Context: an optimization exercise on an open-source flow, tuned for small area, a short achievable clock period and few clock cycles per item. The choices shown serve that exercise and are no tape-out recipe.
Function not checked in this run: the RTL went through the layout flow alone.
Power figures rest on the tool's default switching activity, not on a simulated workload.

==> design/flow/design.v <==
`timescale 1ns / 1ps
package oult_pkg;
  localparam int ValueW = 32;
  localparam int PosW   = 5;
  localparam int CountW = 5;
  typedef enum logic [1:0] {
    CMD_LOOKUP = 2'd0,
    CMD_INSERT = 2'd1,
    CMD_REMOVE = 2'd2,
    CMD_SPARE  = 2'd3
  } cmd_t;
  typedef enum logic [2:0] {
    STAT_OK       = 3'd0,
    STAT_RANGE    = 3'd1,
    STAT_DUP      = 3'd2,
    STAT_NOTFOUND = 3'd3,
    STAT_FULL     = 3'd4
  } status_t;
endpackage
`timescale 1ns / 1ps
module oult_cell (
  input  logic                          clk,
  input  logic                          load,
  input  logic [oult_pkg::ValueW-1:0]   wr_val,
  input  logic [oult_pkg::ValueW-1:0]   key,
  output logic                          eq
);
  logic [oult_pkg::ValueW-1:0] entry_r;
  always_ff @(posedge clk) begin
    if (load) entry_r <= wr_val;
  end
  assign eq = (entry_r == key);
endmodule
module oult_first #(
  parameter int N = 16
) (
  input  logic [N-1:0] x,
  output logic [N-1:0] first
);
  localparam int L = $clog2(N);
  logic [N-1:0] anyset [L+1];
  always_comb begin
    anyset[0] = x;
    for (int l = 1; l <= L; l++) begin
      anyset[l] = '0;
      for (int i = 0; i < (N >> l); i++) anyset[l][i] = anyset[l-1][2*i] | anyset[l-1][2*i+1];
    end
    for (int k = 0; k < N; k++) begin
      logic lower;
      lower = 1'b0;
      for (int l = 0; l < L; l++) begin
        if ((k >> l) % 2 == 1) lower = lower | anyset[l][(k >> l) - 1];
      end
      first[k] = x[k] && !lower;
    end
  end
endmodule
module oult_outq #(
  parameter int DEPTH = 3,
  parameter int W     = 9
) (
  input  logic         clk,
  input  logic         rst_n,
  input  logic         acc,         
  input  logic         push,        
  input  logic [W-1:0] res,
  output logic         ready,
  output logic         out_valid,
  input  logic         out_ready,
  output logic [W-1:0] out_data
);
  localparam int OW = $clog2(DEPTH + 1);
  logic [DEPTH-1:0] qv_r;
  logic [W-1:0]     qd_r [DEPTH];
  logic [OW-1:0]    outst_r;     
  logic             rdy_r;
  logic [DEPTH-1:0] qv_pop, qv_hold;
  logic [W-1:0]     qd_pop [DEPTH];
  logic [W-1:0]     qd_hold [DEPTH];
  always_comb begin
    for (int i = 0; i < DEPTH; i++) begin
      logic above, below, tgt_p, tgt_h;
      above = (i + 1 < DEPTH) ? qv_r[(i + 1) % DEPTH] : 1'b0;
      below = (i == 0) ? 1'b1 : qv_r[(i + DEPTH - 1) % DEPTH];
      tgt_h      = push && !qv_r[i] && below;
      qv_hold[i] = qv_r[i] || tgt_h;
      qd_hold[i] = tgt_h ? res : qd_r[i];
      tgt_p     = push && qv_r[i] && !above;
      qv_pop[i] = above || tgt_p;
      if (tgt_p)              qd_pop[i] = res;
      else if (i + 1 < DEPTH) qd_pop[i] = qd_r[(i + 1) % DEPTH];
      else                    qd_pop[i] = qd_r[i];
    end
  end
  logic [OW-1:0] outst_pop, outst_hold;
  assign outst_pop  = acc ? outst_r : outst_r - OW'(1);
  assign outst_hold = acc ? outst_r + OW'(1) : outst_r;
  logic pop_sel;
  assign pop_sel = out_ready && qv_r[0];
  always_ff @(posedge clk) begin
    if (!rst_n) begin
      qv_r    <= '0;
      outst_r <= '0;
      rdy_r   <= 1'b1;
    end else begin
      qv_r    <= pop_sel ? qv_pop : qv_hold;
      outst_r <= pop_sel ? outst_pop : outst_hold;
      rdy_r   <= pop_sel ? (outst_pop < OW'(DEPTH)) : (outst_hold < OW'(DEPTH));
    end
  end
  always_ff @(posedge clk) begin
    for (int i = 0; i < DEPTH; i++) qd_r[i] <= pop_sel ? qd_pop[i] : qd_hold[i];
  end
  assign ready     = rdy_r;
  assign out_valid = qv_r[0];
  assign out_data  = qd_r[0];
endmodule
`timescale 1ns / 1ps
module ordered_unique_list_table #(
  parameter int CAPACITY = 16
) (
  input  logic        clk,
  input  logic        rst_n,
  input  logic        in_tvalid,
  output logic        in_tready,
  input  logic [39:0] in_tdata,    
  output logic        out_tvalid,
  input  logic        out_tready,
  output logic [15:0] out_tdata    
);
  localparam int CW   = $clog2(CAPACITY + 1);
  localparam int PW   = oult_pkg::PosW + 1;
  localparam int OUTQ = 3;
  localparam int RW   = 4 + oult_pkg::CountW;    
  logic [CAPACITY-1:0] valid_r;
  logic [CW-1:0]       count_r;
  logic                vld2_r;
  logic                ins2_r;      
  logic                bad2_r;      
  logic [CAPACITY-1:0] hit2_r;      
  logic                okv2_r;      
  logic                remv2_r;     
  logic                pres2_r;     
  logic [CAPACITY-1:0] park2_r;     
  logic [CAPACITY-1:0] spare_r;
  logic                no_spare_r;   
  logic                parked2_r;    
  logic                rdy_r;
  logic [RW-1:0]       out_res;
  logic                        in_acc;
  logic [1:0]                  in_cmd;
  logic [oult_pkg::PosW-1:0]   in_pos;
  logic [oult_pkg::ValueW-1:0] in_val;
  assign in_tready = rdy_r;
  assign in_acc    = in_tvalid && rdy_r;
  assign in_cmd    = in_tdata[1:0];
  assign in_pos    = in_tdata[6:2];
  assign in_val    = in_tdata[38:7];
  logic                present;
  logic                full;
  logic                do_ins;
  logic                do_rem;
  logic [CAPACITY-1:0] ins_k;
  logic [CAPACITY-1:0] rem_k;
  logic [CW-1:0]       count_nxt;
  logic [2:0]          status;
  assign present = pres2_r;
  assign full    = count_r[CW-1];    
  assign do_ins  = okv2_r && !present;
  assign do_rem  = remv2_r && present;
  assign ins_k   = park2_r & {CAPACITY{do_ins}};
  assign rem_k   = hit2_r;
  assign count_nxt = do_ins ? count_r + CW'(1) : do_rem ? count_r - CW'(1) : count_r;
  always_comb begin
    if (ins2_r) begin
      if (bad2_r)       status = oult_pkg::STAT_RANGE;
      else if (present) status = oult_pkg::STAT_DUP;
      else if (full)    status = oult_pkg::STAT_FULL;
      else              status = oult_pkg::STAT_OK;
    end else begin
      status = present ? oult_pkg::STAT_OK : oult_pkg::STAT_NOTFOUND;
    end
  end
  logic [CAPACITY-1:0] valid_nxt;
  assign valid_nxt = (valid_r & ~rem_k) | ins_k;
  logic                no_spare;
  logic                parked2;
  logic [CAPACITY-1:0] park_nxt;
  assign no_spare = no_spare_r;
  assign parked2  = parked2_r;
  assign park_nxt = spare_r |
                    ({CAPACITY{no_spare}} & (parked2 ? park2_r & {CAPACITY{!do_ins}} : rem_k));
  logic [CAPACITY-1:0] cand;
  logic [CAPACITY-1:0] first_c;
  logic                none_c;
  logic [CAPACITY-1:0] spare_nxt;
  assign cand   = ~valid_r & ~spare_r & ~park2_r;
  assign none_c = ~|cand;
  oult_first #(.N(CAPACITY)) u_first (
    .x     (cand),
    .first (first_c)
  );
  logic [CAPACITY-1:0] fallback;
  assign fallback  = no_spare            ? (parked2 ? rem_k : '0) :
                     (parked2 && !do_ins) ? park2_r : rem_k;
  assign spare_nxt = first_c | (fallback & {CAPACITY{none_c}});
  logic rem_any;
  logic no_spare_nxt;
  logic parked_nxt;
  assign rem_any      = do_rem;
  assign no_spare_nxt = no_spare ? !(parked2 && rem_any) :
                        none_c && !(parked2 && !do_ins) && !rem_any;
  assign parked_nxt   = !no_spare || (parked2 ? !do_ins : rem_any);
  logic [CAPACITY-1:0] eq_k;
  for (genvar k = 0; k < CAPACITY; k++) begin : g_slot
    oult_cell u_cell (
      .clk    (clk),
      .load   (park_nxt[k]),
      .wr_val (in_val),
      .key    (in_val),
      .eq     (eq_k[k])
    );
  end
  logic [CAPACITY-1:0] hit_nxt;
  assign hit_nxt = eq_k & valid_nxt;
  localparam int NC = CAPACITY + 2;    
  logic [NC-1:0] pos_gt;                
  logic [NC-1:0] cnt_is;                
  logic          gt_inc, gt_same, gt_dec;
  logic          bad_nxt, full_nxt;
  always_comb begin
    for (int c = 0; c < NC; c++) begin
      pos_gt[c] = PW'(in_pos) > PW'(c);
      cnt_is[c] = PW'(count_r) == PW'(c);
    end
  end
  assign gt_same = |(pos_gt & cnt_is);
  assign gt_inc  = |(pos_gt & {cnt_is[NC-2:0], 1'b0});    
  assign gt_dec  = |(pos_gt & {1'b0, cnt_is[NC-1:1]});    
  assign bad_nxt  = do_ins ? gt_inc : do_rem ? gt_dec : gt_same;
  assign full_nxt = do_ins ? (count_r == CW'(CAPACITY - 1)) : do_rem ? 1'b0 : full;
  oult_outq #(.DEPTH(OUTQ), .W(RW)) u_outq (
    .clk        (clk),
    .rst_n      (rst_n),
    .acc        (in_acc),
    .push       (vld2_r),
    .res        ({count_nxt[oult_pkg::CountW-1:0], present, status}),
    .ready      (rdy_r),
    .out_valid  (out_tvalid),
    .out_ready  (out_tready),
    .out_data   (out_res)
  );
  always_ff @(posedge clk) begin
    if (!rst_n) begin
      valid_r <= '0;
      count_r <= '0;
      spare_r <= CAPACITY'(1);
      park2_r <= '0;
      no_spare_r <= 1'b0;
      parked2_r  <= 1'b0;
      vld2_r  <= 1'b0;
      okv2_r  <= 1'b0;
      remv2_r <= 1'b0;
    end else begin
      valid_r <= valid_nxt;
      count_r <= count_nxt;
      spare_r <= spare_nxt;
      park2_r <= park_nxt;
      no_spare_r <= no_spare_nxt;
      parked2_r  <= parked_nxt;
      vld2_r  <= in_acc;
      okv2_r  <= in_acc && in_cmd == oult_pkg::CMD_INSERT && !bad_nxt && !full_nxt;
      remv2_r <= in_acc && in_cmd == oult_pkg::CMD_REMOVE;
    end
  end
  always_ff @(posedge clk) begin
    ins2_r  <= in_cmd == oult_pkg::CMD_INSERT;
    bad2_r  <= bad_nxt;
    hit2_r  <= hit_nxt & {CAPACITY{rst_n && in_acc && in_cmd == oult_pkg::CMD_REMOVE}};
    pres2_r <= |hit_nxt;
  end
  assign out_tdata  = {7'd0, out_res};
endmodule
==> design/flow/run.sh <==
#!/bin/bash
# synth_recipe.tcl (not shown) runs the flow's synth.tcl, then flattens the netlist and writes it again
# the make line also repeats each setting of config.mk as NAME=value (left out here)
make -C /OpenROAD-flow-scripts/flow DESIGN_CONFIG=/design/flow/config.mk WORK_HOME=/design/flow/orfs CLKGATE_MAP_FILE= SYNTH_SCRIPT=/design/flow/synth_recipe.tcl finish
==> design/flow/config.mk <==
export PLATFORM = sky130hd
export DESIGN_NAME = ordered_unique_list_table
export DESIGN_NICKNAME = ordered_unique_list_table
export VERILOG_FILES = /design/flow/design.v
export SDC_FILE = /design/flow/constraint.sdc
export NUM_CORES = 4
export LEC_CHECK = 0
export CAP_MARGIN = 20
export CORE_MARGIN = 2
export CORE_UTILIZATION = 70
export CTS_CLUSTER_DIAMETER = 80
export CTS_CLUSTER_SIZE = 25
export SETUP_SLACK_MARGIN = 2.32
export SLEW_MARGIN = 20
export SYNTH_HIERARCHICAL = 1
==> design/flow/constraint.sdc <==
create_clock -name core_clock -period 4.5 [get_ports {clk}]
set_input_delay 0.9000 -clock core_clock [delete_from_list [all_inputs] [get_ports {clk}]]
set_output_delay 0.9000 -clock core_clock [all_outputs]
set_load 0.01 [all_outputs]
==> metrics.md <==
| Metric | Value |
|---|---|
| DRC viols | 0 |
| Status | timing/DRC/antenna clean |
| Delay-heaviest family, CP | compound AO/OA/AOI/OAI gates |
| Slew at the pin closest to its max-slew limit | 942.6 ps |
| Compound-cell area share of the yosys netlist | 4.333% |
| Yosys cell types | 81 |
| Die width | 199.5 um |
| Synthesis-to-finish area growth | 9.784% |
| Yosys Warn Count | 14 |
| Unrepaired setup endpoints after global routing | yes |
| CP bufs+invs | 2 |
| Setup Skew | 24.10 ps |
| # setup viols final | 0 |
| Starting Density | 71.00% |
| Antenna viol nets, final | 0 |
| 1st-iter DRT viols | 1173 |
| Grt ovf | 0 |
| Max stage delay on crit path | 390 ps |
| Hpwl dp | 30770 um |
| Global-route wire length before repair | 82050 um |
| EDFF count, synth | 539 |
| Die Area | 0.03978 mm^2 |
| Setup crit start kind | flip-flop |
| VDD IR max | 0.3322 mV |
| Root buf cell | clkbuf_16 |
| Top_reg_cell synth | edfxtp_1 |
| Hold WC Path Type | reg -> reg |
| Slew Limit Headroom | 36.97% |
| Period utilization | 49.87% |
| # IOs | 62 |
| Crit path from | count_r[0] |
| Clock Latency Late Sink | 620 ps |
| Largest net degree at the start of global routing | 61 |
| Wirelength, routed | 53900 um |
| Crit path time final | 2244 ps |
| Area of the multi-input gates | 0.008965 mm^2 |
| Cts bufs inserted | 30 |
| Ant diodes | 0 |
| Post-synthesis sequential area ratio | 66.74% |
| Max Cap Viol | 0 |
| Power Density | 350.2 mW/mm^2 |
| Initial antenna violation count | 0 |
| Yosys top cell area share | 60.52% |
| Fin Setup TNS | 0 ps |
| CP max FO | 8 |
| Die Ht | 199.5 um |
| H-tree lvl count | 1 |
| Most frequent cell after synthesis | edfxtp_1 |
| Min-delay src | u_outq.outst_r[1] |
| Async set or reset register ratio after synthesis | 0% |
| Routed WL per cell | 21.95 um |
| Most common library cells after synthesis | edfxtp_1, xor2_1, nor4_1, dfxtp_1, nor2_1 |
| Share of layout cells above drive strength 1 | 11.31% |
| Worst-path clk slew | 90 ps |
| Final setup margin | 2256 ps |
| Clock Sinks | 622 |
| Post-Syn Instances | 1842 |
| Core area | 0.03767 mm^2 |
| Reg area | 0.01787 mm^2 |
| Fill cells | 2283 |
| Hold bufs inserted after CTS | 0 |
| CTS tree | built |
| # nets final | 1971 |
| Vias | 15.18k |
| Largest family of logic cells by synthesized area | XOR/XNOR gates |
| Synth Area in Simple Gates | 9.325% |
| Final slew viol count | 0 |
| Fraction of the mapped netlist area in adder cells | 0.3556% |
| Flip-flop and latch count after synthesis | 622 |
| Worst reg2reg startpoint | count_r[0] |
| Port-buffer cells | 53 |
| Netlist Area Pre-Place | 0.02674 mm^2 |
| Endpoint class of the critical path | flip-flop |
| Pleak | 9.945 nW |
| Place WS | 814.8 ps |
| Req. time, crit path | 5050 ps |
| CTS Buffer Depth | 3 |
| Synth top area cells | edfxtp_1, xor2_1, dfxtp_1, nor4_1, and2_1 |
| Average size of a mapped cell | 14.52 um^2 |
| Total global routing track utilization | 27.13% |
| Via density | 6.182 |
| Post-synth top area cell | edfxtp_1 |
| Vias in the first global route | 15.01k |
| Crit path cell chain | buf_12 > inv_6 > ha_4 > o311a_4 > o21ai_1 > o22ai_1 > a2111oi_4 > a41oi_2 > a31oi_2 > and3_1 |
| Worst Path Arrival | 2790 ps |
| Critical path's slowest cell | dfxtp_4 |
| Routability cong. | 0.8927 |
| Row count | 71 |
| DRT Pass-1 Iters | 5 |
| Fin. Hold Viols | 0 |
| Synth Area in XOR/XNOR | 16.97% |
| Maximum clock rate | 0.4456 GHz |
| Multiplexer share of the synthesized area | 0.8749% |
| CP Class | reg -> reg |
[tightest hold or removal path: stages, from the launching register on]
cell and delay [ps]:
dfxtp_1 350, nand2_1 60, mux2i_1 60
[per-module statistics from Yosys, one instance, submodules excluded, a selection]
| module | copies in the design | cell area (um^2) | cells | flip-flops and latches |
|---|---|---|---|---|
| oult_cell | 16 | 1308 | 75 | 32 |
| ordered_unique_list_table | 1 | 4188 | 524 | 77 |
[registers in the layout, summed over array words and instances (netlist names)]
register / cells
bad2_r: 1
count_r: 5
g_slot.u_cell.entry_r: 512
hit2_r: 16
ins2_r: 1
no_spare_r: 1
okv2_r: 1
park2_r: 16
parked2_r: 1
pres2_r: 1
remv2_r: 1
spare_r: 16
u_outq.outst_r: 2
u_outq.qd_r: 27
u_outq.qv_r: 3
u_outq.rdy_r: 1
valid_r: 16
vld2_r: 1
[area by class of cell]
cell class              instances  share of cell area [%]
clock buffers                  48                   2.932
well taps                     511                   2.178
inverters                      32                  0.4347
multi-input cells            1143                   30.54
repair buffers                 92                   2.745
clock inverters                 8                  0.2941
flip-flops and latches        622                   60.88
[stage by stage]
| stage | cells | instance area, um^2 | utilization (%) | power (mW) | hold WS (ps) |
|---|---|---|---|---|---|
| 3_3_place_gp | 2379 | 27700 | 73.53 | 7.194 | 474.1 |
| 5_1_grt | 2456 | 29360 | 77.94 | 10.58 | 546.6 |
| 2_1_floorplan | 1848 | 26790 | - | 6.890 | 437.3 |
| 3_5_place_dp | 2379 | 27700 | 73.53 | 7.228 | 503.9 |
| 6_report | 2456 | 29360 | 77.94 | 10.28 | 516.2 |
| 4_1_cts | 2442 | 28990 | 76.97 | 10.30 | 522.7 |
[cell families (layout without fill, tap and decap cells)]
family | after synthesis | after routing
xor+xnor | 518 | 518
simple gates | 424 | 424
compound gates | 165 | 165
other cells | 1 | 7
mux | 21 | 21
fa+ha+maj | 8 | 8
buf+inv | 83 | 180
flops | 622 | 622
[cells in the final DEF, fill, tap and decap left out, types with 17 or more instances in the layout]
master,Yosys,routed
clkbuf_16,0,34
nor3_1,22,22
inv_1,31,29
xor2_1,513,513
o21a_1,18,18
a21oi_1,22,17
nor2_1,63,62
edfxtp_1,539,539
nand4_1,37,37
o21ai_0,25,20
buf_4,8,57
nand2_1,36,36
nand3_1,25,24
nor4_1,134,134
mux2_2,18,18
o21ai_1,14,19
dfxtp_1,83,74
and2_1,41,41
[where the power goes]
group          internal [mW]  switching (mW)  total [mW]
Combinational          0.268           0.485       0.752
Sequential              6.35          0.0436        6.39
Clock                   1.40            1.73        3.13
Total                   8.02            2.26        10.3
[routing by layer]
layer | vias up | track usage [%] | wire length (um)
met2 | 394 | 46.74 | 26900
met5 | - | 0 | 0
met1 | 7753 | 37.06 | 23200
met3 | 80 | 2.819 | 2360
met4 | 0 | 8.038 | 1443
li1 | 6956 | - | -
[what timing repair did]
action / in CTS / in global routing
setup endpoints to repair: 557 / 182
pin swaps: 9 / 14
buffers inserted: 7 / 12
cloned: 0 / 2
resized for setup: 140 / 48
[final timing paths]
check	end	slack, ps	cells past startpoint
hold reg to reg	u_outq.outst_r[1]	520	2
hold / removal	u_outq.outst_r[1]	520	2
setup reg to reg	okv2_r	2260	10
setup / recovery	okv2_r	2260	10

[re-timing with driven ports]
How much do the figures lean on ideal ports? The routed layout below was timed once more, with nothing changed but the port constraints. Step 1, drivers: a clkbuf_16 drives clk and a buf_2 each remaining input, both assumed. Step 2, shift: input delay + t, output delay - t, t = (earliest + latest rising clock arrival at the registers) / 2. This alone moves slack from input paths to output paths. a / b / c = no drivers / after step 1 / after step 2; a / b = the first two.
t, ns: 0.659
slack for setup (ns): 2.256 / 2.256 / 1.636
clock arrival spread, ns: 0.027 / 0.026
slew at the worst register clock pin (ns): 0.10 / 0.10
pins driven straight from the clock port: 1
After both steps this run still meets setup and hold. For this run, drivers alone change the setup slack by 0.000 ns; drivers and shift together by -0.620 ns.
